Source: an optimization exercise on an open RTL-to-GDS flow (aim: small area, a short achievable clock period and few clock cycles per item). Production flows keep margins and buffers that such runs may drop.
At most, simulation tests tie the RTL to the original design; equivalence was not proved.
Power figures rest on the tool's default switching activity, not on a simulated workload.

## fp_coprocessor
module fp_coprocessor
#(
  parameter int QD = 3
)
(
  input  logic        clk,
  input  logic        reset,
  input  logic [7:0]  paddr,
  input  logic        psel,
  input  logic        penable,
  input  logic        pwrite,
  input  logic [31:0] pwdata,
  output logic [31:0] prdata,
  output logic        pready,
  output logic        pslverr
);
For scale: about 940 flip-flops, about 53,000 sq um of cells after synthesis.
export LEC_CHECK = 0
export CAP_MARGIN = 60
export CORE_MARGIN = 2
export CORE_UTILIZATION = 35
export SLEW_MARGIN = 60
create_clock -name core_clock -period 12.0 [get_ports {clk}]
standard.sh (not shown) runs the stock make flow with config.mk's settings and CLKGATE_MAP_FILE= SYNTH_SCRIPT=/design/flow/synth_recipe.tcl, a recipe that flattens the netlist after the stock synthesis.
==> flow/flow/run.sh <==
#!/bin/bash
# Own layout flow: the standard ORFS flow, with the port buffers made
# from buf_4 cells instead of the resizer's default choice, and the
# post-placement timing repair asked to keep a setup margin.
# Each step's full output stays in orfs/logs/; make's own output goes to
# flow_make.log in the work folder.
set -euo pipefail
bash standard.sh \
  BUFFER_PORTS_ARGS="-buffer_cell sky130_fd_sc_hd__buf_4" \
  SETUP_SLACK_MARGIN=8 \
  finish > flow_make.log 2>&1
The first run finished but failed the layout checks on capacitance limit, slew limit.
Change:
==> flow/run.sh (new file) <==
#!/bin/bash
# synth_recipe.tcl (not shown) runs the flow's synth.tcl, then flattens the netlist and writes it again
# the make line also repeats each setting of config.mk as NAME=value (left out here)
make -C /OpenROAD-flow-scripts/flow DESIGN_CONFIG=/design/flow/config.mk WORK_HOME=/design/flow/orfs CLKGATE_MAP_FILE= SYNTH_SCRIPT=/design/flow/synth_recipe.tcl finish
removed: flow/flow/run.sh
removed: flow/standard.sh
What happened: The new run completed without violations. Setup slack degrades by 1100 ps. Sequential power hardly moves. Wire length falls by 7.3%. Synthesized area does not change. Clock-buffer cell count falls by 10. Clock skew falls by 5.4 ps. Design area falls by 4.9%. Power falls by 2.5%. Hold slack is about the same.
Function was not checked in any run of this note: the RTL went through the layout flow alone.

* * *

fp_coprocessor, a different RTL version from the one above (not shown whole).
Size in the first run: about 5900 cells after synthesis, roughly 930 flip-flops, ~79 I/O pins, roughly 0.053 mm^2 of cells after synthesis.
export LEC_CHECK = 0
export ABC_AREA = 1
export CAP_MARGIN = 60
export CORE_MARGIN = 2
export CORE_UTILIZATION = 35
export SLEW_MARGIN = 60
create_clock -name core_clock -period 12.0 [get_ports {clk}]
==> flow/flow/run.sh <==
#!/bin/bash
# Own layout flow: the standard ORFS flow, with the port buffers made
# from buf_4 cells instead of the resizer's default choice, and the
# post-placement timing repair asked to keep a setup margin.
# Each step's full output stays in orfs/logs/; make's own output goes to
# flow_make.log in the work folder.
set -euo pipefail
bash standard.sh \
  BUFFER_PORTS_ARGS="-buffer_cell sky130_fd_sc_hd__buf_4" \
  SETUP_SLACK_MARGIN=8 \
  finish > flow_make.log 2>&1
Testbench counts at the start, summed over its fixed seeds: cycles 8,092, items 2,304.
==> next run, changes <==
ABC_AREA = not set   (was 1)
CAP_MARGIN = 40   (was 60)
CORE_UTILIZATION = 50   (was 35)
CTS_CLUSTER_DIAMETER = 100   (was not set)
CTS_CLUSTER_SIZE = 20   (was not set)
SLEW_MARGIN = 40   (was 60)
=>
- The new run went through all stages and came out clean
- sequential share of layout area grows by 2.3 points
- final area shrinks by 5.3%
- utilization grows by 15 points
- global-route usage grows by 10 points
- setup slack improved by 0.034 ns
- via count shrinks by 9.1%
- worst hold slack improved by 0.0042 ns
- clock power shrinks by 37%
- power shrinks by 16%
- routed wire length shrinks by 4.9%
- sequential power shrinks by about 0.8%
==> next run, changes <==
==> flow/run.sh (new file) <==
#!/bin/bash
# synth_recipe.tcl (not shown) runs the flow's synth.tcl, then flattens the netlist and writes it again
# the make line also repeats each setting of config.mk as NAME=value (left out here)
make -C /OpenROAD-flow-scripts/flow DESIGN_CONFIG=/design/flow/config.mk WORK_HOME=/design/flow/orfs CLKGATE_MAP_FILE= SYNTH_SCRIPT=/design/flow/synth_recipe.tcl finish
CAP_MARGIN = 60   (was 40)
CORE_UTILIZATION = 35   (was 50)
CTS_CLUSTER_DIAMETER = not set   (was 100)
CTS_CLUSTER_SIZE = not set   (was 20)
SLEW_MARGIN = 60   (was 40)
removed: flow/flow/run.sh
removed: flow/standard.sh
What happened: The new run completed without violations. Fmax falls by 14%. Final cell count rose by 9.8%. Power came out higher by 8.2%. Worst hold slack got worse by 0.0030 ns. Design area increases by 3.6%. Worst setup slack is worse by 0.63 ns. Routed wire length shrinks by 1.4%. Via count goes down by 0.46%. Sequential power is higher by about 0.8%. Synthesized cell count does not change.
==> next run, changes <==
==> flow/flow/run.sh (new file) <==
#!/bin/bash
# Own layout flow: the standard ORFS flow, with the port buffers made
# from buf_4 cells instead of the resizer's default choice, and the
# post-placement timing repair asked to keep a setup margin.
# Each step's full output stays in orfs/logs/; make's own output goes to
# flow_make.log in the work folder.
set -euo pipefail
bash standard.sh \
  BUFFER_PORTS_ARGS="-buffer_cell sky130_fd_sc_hd__buf_4" \
  SETUP_SLACK_MARGIN=8 \
  finish > flow_make.log 2>&1
==> flow/standard.sh (new file) <==
#!/bin/bash
# synth_recipe.tcl (not shown) runs the flow's synth.tcl, then flattens the netlist and writes it again
# the make line also repeats each setting of config.mk as NAME=value (left out here)
make -C /OpenROAD-flow-scripts/flow DESIGN_CONFIG=/design/flow/config.mk WORK_HOME=/design/flow/orfs CLKGATE_MAP_FILE= SYNTH_SCRIPT=/design/flow/synth_recipe.tcl "${@:-finish}"
CAP_MARGIN = 40   (was 60)
CORE_UTILIZATION = 50   (was 35)
SLEW_MARGIN = 40   (was 60)
removed: flow/run.sh
What happened: The new run went through all stages and came out clean; via count grows by 0.83%; area after synthesis stays the same; setup slack improves by 0.59 ns; wire length grows by 1.3%; combinational power hardly moves; non-clock buffer count grows by 15; core utilization grows by 17 points; cell count shrinks by 7.7%; power grows by 1.2%; design area shrinks by 0.43%.

* * *

Another version of the RTL of fp_coprocessor (not shown whole).
Size: about 4600 cells after synthesis, roughly 900 flip-flops, roughly 79 I/O pins.
Settings: LEC_CHECK=0, CAP_MARGIN=60, CORE_MARGIN=2, CORE_UTILIZATION=35, SLEW_MARGIN=60; clock period 12.0 ns.
==> flow/flow/run.sh <==
#!/bin/bash
# Own layout flow: the standard ORFS flow, with the port buffers made
# from buf_4 cells instead of the resizer's default choice, and the
# post-placement timing repair asked to keep a setup margin.
# Each step's full output stays in orfs/logs/; make's own output goes to
# flow_make.log in the work folder.
set -euo pipefail
bash standard.sh \
  BUFFER_PORTS_ARGS="-buffer_cell sky130_fd_sc_hd__buf_4" \
  SETUP_SLACK_MARGIN=8 TNS_END_PERCENT=5 \
  finish > flow_make.log 2>&1
The first run finished with timing, DRC and antenna clean.
Rerun with:
--- a/flow/flow/run.sh
+++ b/flow/flow/run.sh
@@ -10 +10 @@
-  SETUP_SLACK_MARGIN=8 TNS_END_PERCENT=5 \
+  SETUP_SLACK_MARGIN=8 \
=>
- The new run produced a clean layout
- clock power hardly moves
- cell area came out higher by 2.4%
- combinational power came out higher by about 1%
- critical path depth is unchanged
- die area is unchanged
- register-to-register slack improved by 0.21 ns
- count of clock-buffer cells in the layout came out lower by 23
- maximum frequency came out lower by 1.5%
- total power came out higher by 0.70%
- non-clock buffer count came out higher by 37
Function was not checked in any run of this note: the RTL went through the layout flow alone.

* * *

RTL: one of the versions met above, not the one the previous note started from.
Size in the first run: about 4700 cells after synthesis, about 930 flip-flops, about 79 I/O pins, about 0.052 mm2 of cells after synthesis.
export LEC_CHECK = 0
export CAP_MARGIN = 60
export CORE_MARGIN = 2
export CORE_UTILIZATION = 50
export CTS_CLUSTER_DIAMETER = 80
export CTS_CLUSTER_SIZE = 16
export SLEW_MARGIN = 60
create_clock -name core_clock -period 12.0 [get_ports {clk}]
==> flow/flow/run.sh <==
#!/bin/bash
# Own layout flow: the standard ORFS flow, with the port buffers made
# from buf_4 cells instead of the resizer's default choice, and the
# post-placement timing repair asked to keep a setup margin.
# Each step's full output stays in orfs/logs/; make's own output goes to
# flow_make.log in the work folder.
set -euo pipefail
bash standard.sh \
  BUFFER_PORTS_ARGS="-buffer_cell sky130_fd_sc_hd__buf_4" \
  SETUP_SLACK_MARGIN=8 \
  finish > flow_make.log 2>&1
The starting point completed without violations.
Testbench counts at the start, summed over its fixed seeds: cycles 8,092, items 2,304.
==> next run, changes <==
--- a/flow/config.mk
+++ b/flow/config.mk
@@ -10,3 +10 @@
-export CORE_UTILIZATION = 50
-export CTS_CLUSTER_DIAMETER = 80
-export CTS_CLUSTER_SIZE = 16
+export CORE_UTILIZATION = 45
The new run ran to the end with no violations.
Design area goes up by 2.9%.
Setup slack gets worse by 0.024 ns.
Die area goes up by 11%.
Fmax goes down by 0.60%.
Utilization goes down by 4.0 points.
Critical path depth goes up by 6.
==> next run, changes <==
--- a/flow/config.mk
+++ b/flow/config.mk
@@ -10 +10 @@
-export CORE_UTILIZATION = 45
+export CORE_UTILIZATION = 55
After rerunning: Now the flow ran to the end with violations: capacitance limit, slew limit. Setup slack got worse by 0.044 ns. Combinational power grows by 13%. Cell area barely changes. Via count grows by 1.0%. Count of clock-buffer cells in the layout shrinks by 1. Total power grows by 5.1%.
==> next run, changes <==
--- a/flow/flow/run.sh
+++ b/flow/flow/run.sh
@@ -10 +10 @@
-  SETUP_SLACK_MARGIN=8 \
+  SETUP_SLACK_MARGIN=8.25 \
--- a/flow/config.mk
+++ b/flow/config.mk
@@ -10 +10 @@
-export CORE_UTILIZATION = 55
+export CORE_UTILIZATION = 50
Effect: The changed run produced a layout that fails on capacitance limit, slew limit. Hold slack stays flat. Flip-flop and latch count is unchanged. Total power came out lower by about 2.3%. Wire length hardly moves. Sequential share of layout area shrinks by 0.98 points.

* * *

fp_coprocessor again, from the RTL that the note above started with.
Settings: LEC_CHECK=0, CAP_MARGIN=60, CORE_MARGIN=2, CORE_UTILIZATION=50, CTS_CLUSTER_DIAMETER=120, CTS_CLUSTER_SIZE=25, SLEW_MARGIN=60; clock period 12.0 ns.
==> flow/flow/run.sh <==
#!/bin/bash
# Own layout flow: the standard ORFS flow, with the port buffers made
# from buf_4 cells instead of the resizer's default choice, and the
# post-placement timing repair asked to keep a setup margin.
# Each step's full output stays in orfs/logs/; make's own output goes to
# flow_make.log in the work folder.
set -euo pipefail
bash standard.sh \
  BUFFER_PORTS_ARGS="-buffer_cell sky130_fd_sc_hd__buf_4" \
  SETUP_SLACK_MARGIN=8 \
  finish > flow_make.log 2>&1
The baseline ran to the end with no violations.
Testbench counts at the start, summed over its fixed seeds: cycles 8,092, items 2,304.
Edit:
--- a/flow/config.mk
+++ b/flow/config.mk
@@ -9,5 +9,5 @@
 export CORE_MARGIN = 2
 export CORE_UTILIZATION = 50
-export CTS_CLUSTER_DIAMETER = 120
-export CTS_CLUSTER_SIZE = 25
+export CTS_CLUSTER_DIAMETER = 100
+export CTS_CLUSTER_SIZE = 20
 export SLEW_MARGIN = 60
The changed run completed with no timing, DRC or antenna violations. Wire length climbs by 0.32%. Final cell count hardly moves. Non-clock buffer count shrinks by 3. Via count is about the same.
Edit:
--- a/flow/flow/run.sh
+++ b/flow/flow/run.sh
@@ -8,4 +8,4 @@
 bash standard.sh \
   BUFFER_PORTS_ARGS="-buffer_cell sky130_fd_sc_hd__buf_4" \
-  SETUP_SLACK_MARGIN=8 \
+  SETUP_SLACK_MARGIN=9 \
   finish > flow_make.log 2>&1
--- a/flow/config.mk
+++ b/flow/config.mk
@@ -8,6 +8,4 @@
 export CAP_MARGIN = 60
 export CORE_MARGIN = 2
-export CORE_UTILIZATION = 50
-export CTS_CLUSTER_DIAMETER = 100
-export CTS_CLUSTER_SIZE = 20
+export CORE_UTILIZATION = 35
 export SLEW_MARGIN = 60
Critical path depth rose by 4.
Worst setup slack gets better by 240 ps.
Global-route usage goes down by 6.1 points.
Synthesized cell count stays the same.
Power climbs by 34%.
Maximum frequency climbs by 6.3%.
Core utilization fell by 6.5 points.
Area after synthesis is unchanged.
Sequential share of layout area shrinks by 8.5 points.
Design area climbs by 26%.
Register-to-register slack is better by 200 ps.
Edit:
--- a/flow/flow/run.sh
+++ b/flow/flow/run.sh
@@ -8,4 +8,4 @@
 bash standard.sh \
   BUFFER_PORTS_ARGS="-buffer_cell sky130_fd_sc_hd__buf_4" \
-  SETUP_SLACK_MARGIN=9 \
+  SETUP_SLACK_MARGIN=8.5 \
   finish > flow_make.log 2>&1
--- a/flow/config.mk
+++ b/flow/config.mk
@@ -8,4 +8,4 @@
 export CAP_MARGIN = 60
 export CORE_MARGIN = 2
-export CORE_UTILIZATION = 35
+export CORE_UTILIZATION = 50
 export SLEW_MARGIN = 60
After rerunning:
- design area decreases by 7.0%
- utilization increases by 16 points
- register-to-register slack loses 60 ps
- sequential power decreases by about 1%
- final cell count decreases by 10%
- worst hold slack hardly moves
- count of clock-buffer cells in the layout increases by 15
Edit:
--- a/flow/flow/run.sh
+++ b/flow/flow/run.sh
@@ -8,4 +8,4 @@
 bash standard.sh \
   BUFFER_PORTS_ARGS="-buffer_cell sky130_fd_sc_hd__buf_4" \
-  SETUP_SLACK_MARGIN=8.5 \
+  SETUP_SLACK_MARGIN=8 \
   finish > flow_make.log 2>&1
--- a/flow/config.mk
+++ b/flow/config.mk
@@ -6,4 +6,5 @@
 export NUM_CORES = 8
 export LEC_CHECK = 0
+export ABC_AREA = 1
 export CAP_MARGIN = 60
 export CORE_MARGIN = 2
Sequential cell count does not change. Final cell count went up by 14%. Cell area went down by 11%. Total power went down by 4.9%. Global-route usage drops by 2.6 points. Worst setup slack loses 200 ps. Utilization falls by 8.1 points. Area after synthesis rose by 2.1%. Count of clock-buffer cells in the layout goes down by 24.
Edit:
--- a/flow/config.mk
+++ b/flow/config.mk
@@ -6,7 +6,6 @@
 export NUM_CORES = 8
 export LEC_CHECK = 0
-export ABC_AREA = 1
 export CAP_MARGIN = 60
 export CORE_MARGIN = 2
-export CORE_UTILIZATION = 50
+export CORE_UTILIZATION = 65
 export SLEW_MARGIN = 60
Sequential power is about the same.
Total power went down by 7.8%.
Cell count went down by 21%.
Global-route usage went up by 8.0 points.
Via count went down by 6.1%.
Die area went down by 24%.
Worst setup slack is worse by 140 ps.
Area after synthesis went down by 2.1%.
Cell area went down by 1.8%.
Sequential cell count stays the same.

* * *

fp_coprocessor again, from the RTL that the note above started with.
// fp_coprocessor
module fp_coprocessor
#(
  parameter int QD = 3
)
(
  input  logic        clk,
  input  logic        reset,
  input  logic [7:0]  paddr,
  input  logic        psel,
  input  logic        penable,
  input  logic        pwrite,
  input  logic [31:0] pwdata,
  output logic [31:0] prdata,
  output logic        pready,
  output logic        pslverr
);
clock: 12.0 ns
lec_check: 0
cap_margin: 60
core_margin: 2
core_utilization: 50
gpl_routability_driven: 0
slew_margin: 60
==> flow/flow/run.sh <==
#!/bin/bash
# Own layout flow: the standard ORFS flow, with the port buffers made
# from buf_4 cells instead of the resizer's default choice, and the
# post-placement timing repair asked to keep a setup margin.
# Each step's full output stays in orfs/logs/; make's own output goes to
# flow_make.log in the work folder.
set -euo pipefail
bash standard.sh \
  BUFFER_PORTS_ARGS="-buffer_cell sky130_fd_sc_hd__buf_4" \
  SETUP_SLACK_MARGIN=8 \
  finish > flow_make.log 2>&1
Testbench counts at the start, summed over its fixed seeds: cycles 8,092, items 2,304.
Rerun with:
--- a/flow/config.mk
+++ b/flow/config.mk
@@ -10,3 +10,3 @@
 export CORE_UTILIZATION = 50
-export GPL_ROUTABILITY_DRIVEN = 0
+export GPL_TIMING_DRIVEN = 0
 export SLEW_MARGIN = 60
=>
- wire length went up by 18%
- sequential power stays flat
- worst hold slack hardly moves
- via count went up by 7.5%
- first-iteration DRC count went up by 23%
- non-clock buffer count went up by 303
- final area went up by 4.8%
- core utilization went up by 2.7 points
- power went up by 3.5%
- clock skew went down by 0.0059 ns
- count of clock-buffer cells in the layout went down by 14
Rerun with:
--- a/flow/config.mk
+++ b/flow/config.mk
@@ -9,4 +9,3 @@
 export CORE_MARGIN = 2
-export CORE_UTILIZATION = 50
-export GPL_TIMING_DRIVEN = 0
+export CORE_UTILIZATION = 35
 export SLEW_MARGIN = 60
The new run ran to the end with no violations.
Die area grows by 42%.
Cell area drops by 2.7%.
Maximum frequency is higher by 3.5%.
Synthesized area does not change.
Rerun with:
--- a/flow/config.mk
+++ b/flow/config.mk
@@ -9,3 +9,4 @@
 export CORE_MARGIN = 2
-export CORE_UTILIZATION = 35
+export CORE_UTILIZATION = 50
+export PLACE_DENSITY = 0.7
 export SLEW_MARGIN = 60
Outcome:
- The new run produced a layout that fails on max-capacitance violations, max-slew violations
- routed wire length goes down by 6.8%
- final area drops by 1.3%
- total power goes down by 3.2%
- non-clock buffer count goes up by 19
- sequential power stays flat

==> separate check: timing with driven ports <==
The results above use ideal ports. As a check the final layouts listed here were re-extracted and re-timed, cells and wires unchanged. Step 1 sets driving cells, clkbuf_16 on the clock port and buf_2 on the other inputs (assumed; they add their load-dependent delay and slew). Step 2, shift: input delay + t, output delay - t, t = (earliest + latest rising clock arrival at the registers) / 2. This alone moves slack from input paths to output paths. Slacks: ideal ports / drivers / drivers and shift; pairs: ideal ports / drivers.
| run | t, ns | setup WS [ns] | worst hold slack (ns) | worst slew at a driven data input, ns | cell pins on the clock port's net |
|---|---|---|---|---|---|
| the first run of note 1 | 0.818 | 7.560 / 7.560 / 7.202 | 0.329 / 0.329 / 0.329 | 0.23 | 1 |
| the second run of note 1 | 0.772 | 6.442 / 6.442 / 6.369 | 0.326 / 0.326 / 0.326 | 0.05 | 1 |
| the first run of note 2 | 0.798 | 7.979 / 8.024 / 7.226 | 0.326 / 0.326 / 0.326 | 0.07 | 1 |
| the second run of note 2 | 0.746 | 8.012 / 8.038 / 7.292 | 0.330 / 0.330 / 0.330 | 0.13 | 1 |
| the third run of note 2 | 0.795 | 7.386 / 7.414 / 6.642 | 0.327 / 0.327 / 0.327 | 0.07 | 1 |
| the fourth run of note 2 | 0.767 | 7.973 / 7.998 / 7.231 | 0.327 / 0.327 / 0.327 | 0.14 | 1 |
| the first run of note 3 | 0.786 | 7.564 / 7.490 / 7.105 | 0.330 / 0.330 / 0.330 | 0.07 | 1 |
| the second run of note 3 | 0.807 | 7.496 / 7.413 / 7.329 | 0.332 / 0.332 / 0.332 | 0.12 | 1 |
| the first run of note 4 | 0.750 | 8.043 / 8.058 / 7.309 | 0.330 / 0.330 / 0.330 | 0.14 | 1 |
| the second run of note 4 | 0.775 | 8.019 / 8.019 / 7.316 | 0.315 / 0.315 / 0.315 | 0.17 | 1 |
| the third run of note 4 | 0.766 | 7.976 / 7.976 / 7.297 | 0.328 / 0.328 / 0.328 | 0.06 | 1 |
| the fourth run of note 4 | 0.771 | 8.198 / 8.143 / 7.372 | 0.328 / 0.328 / 0.328 | 0.19 | 1 |
| the first run of note 5 | 0.738 | 8.035 / 8.050 / 7.312 | 0.336 / 0.336 / 0.336 | 0.13 | 1 |
| the second run of note 5 | 0.742 | 8.041 / 8.043 / 7.300 | 0.330 / 0.330 / 0.330 | 0.13 | 1 |
| the third run of note 5 | 0.793 | 8.277 / 8.210 / 7.450 | 0.319 / 0.319 / 0.319 | 0.30 | 1 |
| the fourth run of note 5 | 0.777 | 8.217 / 8.093 / 7.316 | 0.319 / 0.319 / 0.319 | 0.31 | 1 |
| the fifth run of note 5 | 0.752 | 8.022 / 8.010 / 7.310 | 0.331 / 0.331 / 0.331 | 0.11 | 1 |
| the sixth run of note 5 | 0.740 | 7.879 / 7.904 / 7.165 | 0.327 / 0.327 / 0.327 | 0.06 | 1 |
| the first run of note 6 | 0.752 | 8.005 / 8.032 / 7.280 | 0.326 / 0.326 / 0.326 | 0.15 | 1 |
| the second run of note 6 | 0.782 | 7.830 / 7.808 / 7.026 | 0.326 / 0.326 / 0.326 | 0.09 | 1 |
| the third run of note 6 | 0.784 | 7.969 / 7.903 / 7.237 | 0.335 / 0.335 / 0.335 | 0.07 | 1 |
| the fourth run of note 6 | 0.758 | 7.961 / 7.961 / 7.285 | 0.335 / 0.335 / 0.335 | 0.06 | 1 |
For the fourth run of note 5, which loses most, drivers alone change the setup slack by -0.124 ns; drivers and shift together by -0.901 ns.
